This design comes from an exercise in tuning for a short achievable clock period and few clock cycles per item on the open sky130 flow, not from production work. In this exercise RTL edits were held to simulation tests only and were not proved equivalent to the original.

==> inputs of v10 <==
==> flow/design.v (excerpt) <==
module ex_stage (
  input  logic        clk,
  input  logic        rst,
  input  logic        stall_hold,
  input  logic [4:0]  exec_in,
  input  logic [2:0]  funct3_in,
  input  logic [4:0]  rdest_in,
  input  logic [31:0] rs1_in,
  input  logic [31:0] rs2_in,
  input  logic [31:0] imm_in,
  input  logic [31:0] addr_in,
  input  logic        we_in,
  input  logic        mux_in,
  output logic [4:0]  ex_rdest_out,
  output logic [31:0] ex_wdata_out,
  output logic        ex_we_out,
  output logic        mem_re_out,
  output logic        mem_we_out,
  output logic [31:0] mem_addr_out,
  output logic [31:0] mem_wdata_out,
  output logic [2:0]  mem_funct3_out,
  output logic        branch_taken_out,
  output logic [31:0] branch_target_out,
  output logic        stall_req_out
);
export LEC_CHECK = 0
export CAP_MARGIN = 20
export CORE_MARGIN = 2
export CORE_UTILIZATION = 40
export SETUP_SLACK_MARGIN = 0.5
export SLEW_MARGIN = 20
export SYNTH_HIERARCHICAL = 1
export SYNTH_MINIMUM_KEEP_SIZE = 0
create_clock -name core_clock -period 16.0 [get_ports {clk}]
standard.sh (not shown) runs the stock make flow with config.mk's settings and CLKGATE_MAP_FILE= SYNTH_SCRIPT=/design/flow/synth_recipe.tcl, a recipe that flattens the netlist after the stock synthesis.
==> flow/flow/run.sh <==
#!/bin/bash
# Layout flow: the standard ORFS flow (standard.sh), synthesis included,
# with these changes:
#  - port buffers are buf_4 instead of the default delay-buffer pick, and the
#    resizer may change a cell's footprint;
#  - timing repair aims for a larger setup margin, so that it keeps improving
#    paths well past the (loose) 16 ns clock;
#  - after global routing's timing repair, one more design repair for slew
#    and capacitance (flow/post_grt.tcl).
# Everything else (SDC, floorplan, power grid, CTS, routing) is the standard flow.
set -euo pipefail
bash standard.sh \
  MATCH_CELL_FOOTPRINT=0 \
  "BUFFER_PORTS_ARGS=-buffer_cell sky130_fd_sc_hd__buf_4" \
  SETUP_SLACK_MARGIN=8 \
  POST_GLOBAL_ROUTE_TCL="$(pwd)/flow/post_grt.tcl" \
  finish > flow_make.log 2>&1
==> flow/flow/post_grt.tcl <==
# Hook run by ORFS at the end of global routing (POST_GLOBAL_ROUTE_TCL).
# The setup repair before it may leave a net above the slew/capacitance
# limits; fix those with one more design repair, legalize, and update the
# global routes and guides incrementally.
global_route -start_incremental
repair_design -verbose -slew_margin 30 -cap_margin 30
detailed_placement
global_route -end_incremental
estimate_parasitics -global_routing
report_check_types -max_slew -max_capacitance -violators
write_guides $::env(RESULTS_DIR)/route.guide
==> v5: changes against v10 <==
--- a/flow/design.v
+++ b/flow/design.v
@@ -41,31 +41,32 @@
     DIV_DONE = 2'd2
   } div_state_e;
 endpackage
 `default_nettype wire
 `default_nettype none
 module ex_divider #(
   parameter int RB    = 4,                      
-  parameter int STEPS = 2                       
+  parameter int STEPS = 2,                      
+  parameter int RL    = 2                       
 ) (
   input  logic        clk,
   input  logic        rst,
   input  logic        start,
   input  logic        is_signed,
   input  logic        want_rem,
   input  logic [31:0] a,
   input  logic [31:0] b,
   input  logic        hold,
   output logic        busy,
   output logic        done,
   output logic [31:0] result
 );
   localparam int B   = RB * STEPS;              
-  localparam int NC  = (32 + B - 1) / B;        
-  localparam int QW  = B * NC;                  
+  localparam int NC  = (32 - RL + B - 1) / B;   
+  localparam int QW  = RL + B * NC;             
   localparam int CW  = $clog2(NC + 1);
   localparam int MW  = 32 + RB;                 
   localparam int NO  = 1 << (RB - 1);           
   ex_stage_pkg::div_state_e r_state;
   ex_stage_pkg::div_state_e w_next;
   logic [CW-1:0]    r_cnt;       
   logic [QW-1:0]    r_q;         
@@ -77,15 +78,15 @@
   logic             w_div_zero;
   logic [NO*MW-1:0] w_odd;
   logic [CW-1:0]    w_c;
   logic [31:0]      w_r0;
   logic [QW-1:0]    w_q0;
   logic [31:0]      w_r_next;
   logic [QW-1:0]    w_q_next;
-  ex_div_init #(.B(B), .NC(NC), .QW(QW), .CW(CW), .RB(RB)) u_init (
+  ex_div_init #(.B(B), .NC(NC), .QW(QW), .CW(CW), .RB(RB), .T0(RL)) u_init (
     .is_signed (is_signed),
     .a         (a),
     .b         (b),
     .div_zero  (w_div_zero),
     .odd       (w_odd),
     .c         (w_c),
     .r0        (w_r0),
@@ -128,23 +129,31 @@
         r_q   <= w_q_next;
       end
       default: ;
     endcase
   end
   assign busy   = ((r_state == ex_stage_pkg::DIV_IDLE) && start) || (r_state == ex_stage_pkg::DIV_BUSY);
   assign done   = (r_state == ex_stage_pkg::DIV_DONE);
-  assign result = r_want_rem ? (r_neg_r ? (32'd0 - r_r) : r_r)
-                             : (r_neg_q ? (32'd0 - r_q[31:0]) : r_q[31:0]);
+  ex_div_last #(.RB(RB), .RL(RL), .QW(QW)) u_last (
+    .r        (r_r),
+    .q        (r_q),
+    .odd      (r_odd),
+    .neg_q    (r_neg_q),
+    .neg_r    (r_neg_r),
+    .want_rem (r_want_rem),
+    .result   (result)
+  );
 endmodule
 module ex_div_init #(
   parameter int B  = 8,
   parameter int NC = 4,
   parameter int QW = 32,
   parameter int CW = 3,
-  parameter int RB = 4
+  parameter int RB = 4,
+  parameter int T0 = 0                          
 ) (
   input  logic                         is_signed,
   input  logic [31:0]                  a,
   input  logic [31:0]                  b,
   output logic                         div_zero,
   output logic [(1<<(RB-1))*(32+RB)-1:0] odd,
   output logic [CW-1:0]                c,
@@ -162,15 +171,15 @@
   assign div_zero = (b == 32'd0);
   assign mag_a    = sa ? (32'd0 - a) : a;
   assign mag_b    = sb ? (32'd0 - b) : b;
   for (genvar i = 0; i < NO; i++) begin : g_odd
     ex_div_mult #(.K(2 * i + 1), .W(MW)) u_mult (.d(mag_b), .m(odd[MW*i +: MW]));
   end
   for (genvar k = 0; k < NC; k++) begin : g_fit
-    ex_div_fit #(.SH(B * k)) u_fit (
+    ex_div_fit #(.SH(T0 + B * k)) u_fit (
       .a1 (a ^ {32{sa}}),
       .b1 (b ^ {32{sb}}),
       .sa (sa),
       .sb (sb),
       .fit(fits[k])
     );
   end
@@ -178,19 +187,19 @@
     c = CW'(NC);
     for (int k = NC - 1; k >= 0; k--) if (fits[k]) c = CW'(k);
     if (div_zero) c = '0;
     r0 = 32'd0;
     q0 = QW'(mag_a);
     for (int k = 0; k < NC; k++) begin
       if (c == CW'(k)) begin
-        r0 = mag_a >> (B * k);
-        q0 = QW'(mag_a) << (QW - B * k);
+        r0 = mag_a >> (T0 + B * k);
+        q0 = QW'(mag_a) << (QW - T0 - B * k);
       end
     end
-    if (div_zero) q0 = {QW{1'b1}};
+    if (div_zero) q0 = q0 | QW'(32'hFFFF_FFFF);
   end
 endmodule
 module ex_div_mult #(
   parameter int K = 1,
   parameter int W = 36
 ) (
   input  logic [31:0]  d,
@@ -223,14 +232,70 @@
   assign y   = ~(W'(b1) << SH);
   assign z   = (sb ? (W'(0) - (W'(1) << SH)) : W'(0)) + W'(1) + W'(sa);
   assign cs  = x ^ y ^ z;
   assign cc  = ((x & y) | (x & z) | (y & z)) << 1;
   assign t   = cs + cc;
   assign fit = t[W-1];
 endmodule
+module ex_div_last #(
+  parameter int RB = 4,                         
+  parameter int RL = 2,                         
+  parameter int QW = 34
+) (
+  input  logic [31:0]                    r,
+  input  logic [QW-1:0]                  q,
+  input  logic [(1<<(RB-1))*(32+RB)-1:0] odd,
+  input  logic                           neg_q,
+  input  logic                           neg_r,
+  input  logic                           want_rem,
+  output logic [31:0]                    result
+);
+  localparam int OW = 32 + RB;                  
+  localparam int MW = 32 + RL;
+  localparam int NM = (1 << RL) - 1;
+  logic [MW-1:0] mult [1:NM];
+  for (genvar k = 1; k <= NM; k++) begin : g_mult
+    localparam int TZ = (k % 2 == 1) ? 0 : (k % 4 == 2) ? 1 : (k % 8 == 4) ? 2 : 3;
+    localparam int OI = (k >> TZ) >> 1;
+    assign mult[k] = MW'(odd[OW*OI +: OW]) << TZ;
+  end
+  logic [MW-1:0] rr;
+  logic [NM+1:1] ge;
+  logic [MW:0]   t [1:NM];
+  logic [31:0]   qh_pos, qh_neg, qh_inv;
+  assign rr = {r, q[QW-1 -: RL]};
+  for (genvar k = 1; k <= NM; k++) begin : g_cmp
+    assign t[k]  = {1'b0, rr} - {1'b0, mult[k]};
+    assign ge[k] = !t[k][MW];
+  end
+  assign ge[NM+1] = 1'b0;
+  assign qh_pos = {q[31-RL:0], RL'(0)};
+  assign qh_neg = 32'd0 - qh_pos;
+  assign qh_inv = ~qh_pos;
+  always_comb begin
+    logic pr, nr, pq, nq;
+    pr = want_rem && !neg_r;
+    nr = want_rem && neg_r;
+    pq = !want_rem && !neg_q;
+    nq = !want_rem && neg_q;
+    result = ({32{!ge[1] && pr}} & rr[31:0])
+           | ({32{!ge[1] && nr}} & (32'd0 - rr[31:0]))
+           | ({32{!ge[1] && pq}} & qh_pos)
+           | ({32{!ge[1] && nq}} & qh_neg);
+    for (int k = 1; k <= NM; k++) begin
+      logic sk;
+      sk = ge[k] && !ge[k+1];
+      result = result
+             | ({32{sk && pr}} & t[k][31:0])
+             | ({32{sk && nr}} & (mult[k][31:0] - rr[31:0]))
+             | ({32{sk && pq}} & (qh_pos | 32'(k)))
+             | ({32{sk && nq}} & {qh_inv[31:RL], RL'(-k)});
+    end
+  end
+endmodule
 module ex_div_steps #(
   parameter int RB    = 4,
   parameter int STEPS = 2,
   parameter int QW    = 32
 ) (
   input  logic [31:0]                    r,
   input  logic [QW-1:0]                  q,
@@ -497,38 +562,45 @@
   input  logic [31:0] rs2,
   input  logic [31:0] imm,
   input  logic        mux,
   input  logic        en,
   output logic        fast,
   output logic        ones
 );
+  localparam int NW = 7;
+  localparam logic [8*NW-1:0] WA = {8'd28, 8'd4, 8'd20, 8'd12, 8'd24, 8'd8, 8'd16};
   logic mulh, mulhsu, mulhu;
-  logic az, a_s16, a_u16;
-  logic bz_r, b_s16_r, b_u16_r, bz_i, b_s16_i, b_u16_i;
-  logic bz, b_s16, b_u16, b31;
-  assign mulh    = (op == ex_stage_pkg::EX_MULH);
-  assign mulhsu  = (op == ex_stage_pkg::EX_MULHSU);
-  assign mulhu   = (op == ex_stage_pkg::EX_MULHU);
-  assign az      = (a == 32'd0);
-  assign a_s16   = (a[31:15] == 17'd0) || (a[31:15] == {17{1'b1}});
-  assign a_u16   = (a[31:16] == 16'd0);
-  assign bz_r    = (rs2 == 32'd0);
-  assign b_s16_r = (rs2[31:15] == 17'd0) || (rs2[31:15] == {17{1'b1}});
-  assign b_u16_r = (rs2[31:16] == 16'd0);
-  assign bz_i    = (imm == 32'd0);
-  assign b_s16_i = (imm[31:15] == 17'd0) || (imm[31:15] == {17{1'b1}});
-  assign b_u16_i = (imm[31:16] == 16'd0);
-  assign bz      = mux ? bz_i    : bz_r;
-  assign b_s16   = mux ? b_s16_i : b_s16_r;
-  assign b_u16   = mux ? b_u16_i : b_u16_r;
-  assign b31     = mux ? imm[31] : rs2[31];
-  assign fast    = (mulh   && (az || bz || (a_s16 && b_s16)))
-                || (mulhsu && (az || bz || (a_s16 && b_u16)))
-                || (mulhu  && (az || bz || (a_u16 && b_u16)));
-  assign ones    = en && !az && !bz && ((mulh && (a[31] ^ b31)) || (mulhsu && a[31]));
+  logic az, bz_r, bz_i, bz, b31;
+  logic [NW-1:0] a_s, a_u, b_s_r, b_u_r, b_s_i, b_u_i, b_s, b_u;
+  assign mulh   = (op == ex_stage_pkg::EX_MULH);
+  assign mulhsu = (op == ex_stage_pkg::EX_MULHSU);
+  assign mulhu  = (op == ex_stage_pkg::EX_MULHU);
+  assign az     = (a == 32'd0);
+  assign bz_r   = (rs2 == 32'd0);
+  assign bz_i   = (imm == 32'd0);
+  assign bz     = mux ? bz_i : bz_r;
+  assign b31    = mux ? imm[31] : rs2[31];
+  always_comb begin
+    for (int j = 0; j < NW; j++) begin
+      int w;
+      w = int'(WA[8*j +: 8]);
+      a_s[j]   = ((a   >> (w - 1)) == 32'd0) || ((~a   >> (w - 1)) == 32'd0);
+      a_u[j]   =  (a   >> w) == 32'd0;
+      b_s_r[j] = ((rs2 >> (31 - w)) == 32'd0) || ((~rs2 >> (31 - w)) == 32'd0);
+      b_u_r[j] =  (rs2 >> (32 - w)) == 32'd0;
+      b_s_i[j] = ((imm >> (31 - w)) == 32'd0) || ((~imm >> (31 - w)) == 32'd0);
+      b_u_i[j] =  (imm >> (32 - w)) == 32'd0;
+    end
+  end
+  assign b_s = mux ? b_s_i : b_s_r;
+  assign b_u = mux ? b_u_i : b_u_r;
+  assign fast = (mulh   && (az || bz || |(a_s & b_s)))
+             || (mulhsu && (az || bz || |(a_s & b_u)))
+             || (mulhu  && (az || bz || |(a_u & b_u)));
+  assign ones = en && !az && !bz && ((mulh && (a[31] ^ b31)) || (mulhsu && a[31]));
 endmodule
 module ex_add_g #(
   parameter bit SUB = 1'b0
 ) (
   input  logic [31:0] a,
   input  logic [31:0] b,
   input  logic        en,
==> v30: changes against v10 <==
--- a/flow/design.v
+++ b/flow/design.v
@@ -320,31 +320,18 @@
   assign w_mul_b  = {(w_op == ex_stage_pkg::EX_MULH) && w_op2[31], w_op2};
   ex_mul_csa u_mul (
     .clk  (clk),
     .a    (w_mul_a),
     .b    (w_mul_b),
     .prod (w_prod)
   );
-  logic w_mul_fast;
-  logic w_mul_neg;
-  ex_mulh_fast u_mulh_fast (
-    .op   (exec_in),
-    .a    (rs1_in),
-    .rs2  (rs2_in),
-    .imm  (imm_in),
-    .mux  (mux_in),
-    .en   (!rst && !r_mul_done),
-    .fast (w_mul_fast),
-    .ones (w_mul_neg)
-  );
-  logic w_mul_stall;
-  assign w_mul_stall = w_mul_op && !r_mul_done && !w_mul_fast;
   always_ff @(posedge clk) begin
-    if (rst) r_mul_done <= 1'b0;
-    else     r_mul_done <= w_mul_op && (w_mul_stall || stall_hold);
+    if (rst)                              r_mul_done <= 1'b0;
+    else if (!r_mul_done && w_mul_op)     r_mul_done <= 1'b1;
+    else if (r_mul_done && !stall_hold)   r_mul_done <= 1'b0;
   end
   assign w_div_op = (w_op == ex_stage_pkg::EX_DIV) || (w_op == ex_stage_pkg::EX_DIVU) ||
                     (w_op == ex_stage_pkg::EX_REM) || (w_op == ex_stage_pkg::EX_REMU);
   ex_divider u_divider (
     .clk       (clk),
     .rst       (rst),
     .start     (w_div_op),
@@ -363,42 +350,38 @@
     .rs1_in     (rs1_in),
     .rs2_in     (rs2_in),
     .imm_in     (imm_in),
     .addr_in    (addr_in),
     .we_in      (we_in),
     .mux_in     (mux_in),
     .prod       (w_prod),
-    .prod_valid (r_mul_done),
-    .mulh_neg   (w_mul_neg),
     .div_result (w_div_result),
     .wdata      (ex_wdata_out),
     .we         (ex_we_out),
     .re         (mem_re_out),
     .mwe        (mem_we_out),
     .agen       (mem_addr_out),
     .taken      (branch_taken_out),
     .target     (branch_target_out)
   );
   assign ex_rdest_out   = rst ? 5'd0  : rdest_in;
   assign mem_wdata_out  = rst ? 32'd0 : rs2_in;
   assign mem_funct3_out = rst ? 3'd0  : funct3_in;
-  assign stall_req_out  = !rst && (w_mul_stall || w_div_busy);
+  assign stall_req_out  = !rst && ((w_mul_op && !r_mul_done) || w_div_busy);
 endmodule
 module ex_alu (
   input  logic        rst,
   input  logic [4:0]  exec_in,
   input  logic [31:0] rs1_in,
   input  logic [31:0] rs2_in,
   input  logic [31:0] imm_in,
   input  logic [31:0] addr_in,
   input  logic        we_in,
   input  logic        mux_in,
   input  logic [63:0] prod,
-  input  logic        prod_valid,
-  input  logic        mulh_neg,
   input  logic [31:0] div_result,
   output logic [31:0] wdata,
   output logic        we,
   output logic        re,
   output logic        mwe,
   output logic [31:0] agen,
   output logic        taken,
@@ -448,16 +431,14 @@
   ex_add_g #(.SUB(0)) u_auipc  (.a(addr_in), .b(imm_in), .en(s_auipc),     .s(g_auipc));
   ex_add_g #(.SUB(0)) u_tgt_pc (.a(addr_in), .b(imm_in), .en(s_jal || s_br), .s(g_tgt_pc));
   ex_add_g #(.SUB(0)) u_tgt_jr (.a(rs1_in),  .b(imm_in), .en(s_jalr),      .s(g_tgt_jalr));
   ex_add_g #(.SUB(0)) u_agen   (.a(rs1_in),  .b(imm_in), .en(nr),          .s(g_agen));
   ex_shift_g u_shift (.a(rs1_in), .shamt(w_op2[4:0]), .en_sll(s_sll), .en_srl(s_srl), .en_sra(s_sra),
                       .sll(g_sll), .srl(g_srl), .sra(g_sra));
   logic        w_set_r, w_set_i;
-  logic [30:0] w_ones;
-  assign w_ones = {31{mulh_neg}};    
   logic        w_br_taken;
   ex_branch u_branch (
     .a   (rs1_in),
     .b   (rs2_in),
     .sel ({s_br && (w_op == ex_stage_pkg::EX_BEQ),  s_br && (w_op == ex_stage_pkg::EX_BNE),
            s_br && (w_op == ex_stage_pkg::EX_BLT),  s_br && (w_op == ex_stage_pkg::EX_BGE),
            s_br && (w_op == ex_stage_pkg::EX_BLTU), s_br && (w_op == ex_stage_pkg::EX_BGEU)}),
@@ -468,68 +449,33 @@
   always_comb begin
     w_early = ({32{s_xor}}   & (rs1_in ^ w_op2))
             | ({32{s_or}}    & (rs1_in | w_op2))
             | ({32{s_and}}   & (rs1_in & w_op2))
             | ({32{s_lui}}   & imm_in)
             | ({32{s_link}}  & w_pc_4)
             | ({32{s_mul}}   & prod[31:0])
-            | ({32{s_mulh && prod_valid}}  & prod[63:32])
+            | ({32{s_mulh}}  & prod[63:32])
             | ({32{s_div}}   & div_result);
     taken  = s_link || w_br_taken;
     we     = nr && we_in && !(s_br || s_store || (w_op == ex_stage_pkg::EX_NOP) || (exec_in == 5'd31));
     re     = s_load;
     mwe    = s_store;
   end
   assign w_pc_4 = addr_in + 32'd4;
   assign agen   = g_agen;
   ex_or_res u_or (
     .d0 (g_add_r), .d1 (g_add_i), .d2 (g_sub_r), .d3 (g_sub_i),
     .d4 (g_auipc), .d5 (g_sll),   .d6 (g_srl),   .d7 (g_sra),
     .d8 (w_early),
-    .d9 ({w_ones, w_ones[0] | w_set_r}),
+    .d9 ({31'd0, w_set_r}),
     .d10({31'd0, w_set_i}),
     .y  (wdata)
   );
   assign target = g_tgt_pc | {g_tgt_jalr[31:1], 1'b0};
 endmodule
-module ex_mulh_fast (
-  input  logic [4:0]  op,
-  input  logic [31:0] a,
-  input  logic [31:0] rs2,
-  input  logic [31:0] imm,
-  input  logic        mux,
-  input  logic        en,
-  output logic        fast,
-  output logic        ones
-);
-  logic mulh, mulhsu, mulhu;
-  logic az, a_s16, a_u16;
-  logic bz_r, b_s16_r, b_u16_r, bz_i, b_s16_i, b_u16_i;
-  logic bz, b_s16, b_u16, b31;
-  assign mulh    = (op == ex_stage_pkg::EX_MULH);
-  assign mulhsu  = (op == ex_stage_pkg::EX_MULHSU);
-  assign mulhu   = (op == ex_stage_pkg::EX_MULHU);
-  assign az      = (a == 32'd0);
-  assign a_s16   = (a[31:15] == 17'd0) || (a[31:15] == {17{1'b1}});
-  assign a_u16   = (a[31:16] == 16'd0);
-  assign bz_r    = (rs2 == 32'd0);
-  assign b_s16_r = (rs2[31:15] == 17'd0) || (rs2[31:15] == {17{1'b1}});
-  assign b_u16_r = (rs2[31:16] == 16'd0);
-  assign bz_i    = (imm == 32'd0);
-  assign b_s16_i = (imm[31:15] == 17'd0) || (imm[31:15] == {17{1'b1}});
-  assign b_u16_i = (imm[31:16] == 16'd0);
-  assign bz      = mux ? bz_i    : bz_r;
-  assign b_s16   = mux ? b_s16_i : b_s16_r;
-  assign b_u16   = mux ? b_u16_i : b_u16_r;
-  assign b31     = mux ? imm[31] : rs2[31];
-  assign fast    = (mulh   && (az || bz || (a_s16 && b_s16)))
-                || (mulhsu && (az || bz || (a_s16 && b_u16)))
-                || (mulhu  && (az || bz || (a_u16 && b_u16)));
-  assign ones    = en && !az && !bz && ((mulh && (a[31] ^ b31)) || (mulhsu && a[31]));
-endmodule
 module ex_add_g #(
   parameter bit SUB = 1'b0
 ) (
   input  logic [31:0] a,
   input  logic [31:0] b,
   input  logic        en,
   output logic [31:0] s
==> flow/flow/run.sh (replaced) <==
#!/bin/bash
# Layout flow: the standard ORFS flow (standard.sh) with these changes:
#  (synthesis itself is the standard one)
#  - port buffers are buf_4 instead of the default delay-buffer pick, and the
#    resizer may change a cell's footprint;
#  - timing repair aims for a larger setup margin, so that it keeps improving
#    paths well past the (loose) 16 ns clock.
# Everything else (SDC, floorplan, power grid, CTS, routing) is the standard flow.
set -euo pipefail
bash standard.sh \
  MATCH_CELL_FOOTPRINT=0 \
  "BUFFER_PORTS_ARGS=-buffer_cell sky130_fd_sc_hd__buf_4" \
  SETUP_SLACK_MARGIN=8 \
  finish > flow_make.log 2>&1
removed: flow/flow/post_grt.tcl
==> summary of the runs <==
v10 produced a clean layout. v5 ran to the end with no violations. v30 reached the layout checks and failed them: capacitance limit, slew limit.
Wire length, lowest first: v30, v10, v5.
Between v5 and v30, the lower core utilization is in v30 (gap 1.5 points).
Between v5 and v30, the lower sequential share of layout area is in v5 (gap 0.61 points).
Clock skew: v10 > v30 > v5.
Maximum frequency: v10 is lower than v30 (3.4%).
Die area: v5 > v10 > v30.
Testbench counts of v10, summed over its fixed seeds: cycles 92,987, instrs 80,000.
Testbench counts of v5, summed over its fixed seeds: cycles 92,217, instrs 80,000.
Testbench counts of v30, summed over its fixed seeds: cycles 94,098, instrs 80,000.

[re-timing with driven ports]
No port has a modelled driver above. Below, the same layouts with a new extraction and two added sets of constraints. Step 1 (the two cells are an assumption about what drives the block):
set clk [get_ports {clk}]
set_driving_cell -lib_cell sky130_fd_sc_hd__clkbuf_16 $clk
set_driving_cell -lib_cell sky130_fd_sc_hd__buf_2 [delete_from_list [all_inputs] $clk]
Step 2 adds t to the input delays and takes it off the output delays; t is the mean of the earliest and latest rising clock arrival at the registers after step 1. Input paths then give back, and output paths get back, about the clock's delay inside the block. a / b / c = ideal / step 1 / step 2; a / b = the first two.
run | t (ns) | slack for setup (ns) | pins driven straight from the clock port
v10 | 0.961 | 6.322 / 5.997 / 5.997 | 1
v5 | 1.058 | 6.018 / 5.889 / 6.020 | 1
v30 | 1.044 | 6.650 / 6.386 / 6.386 | 1
The setup slack of v10, which loses most, moves by -0.325 ns with the drivers and by -0.325 ns with both steps.
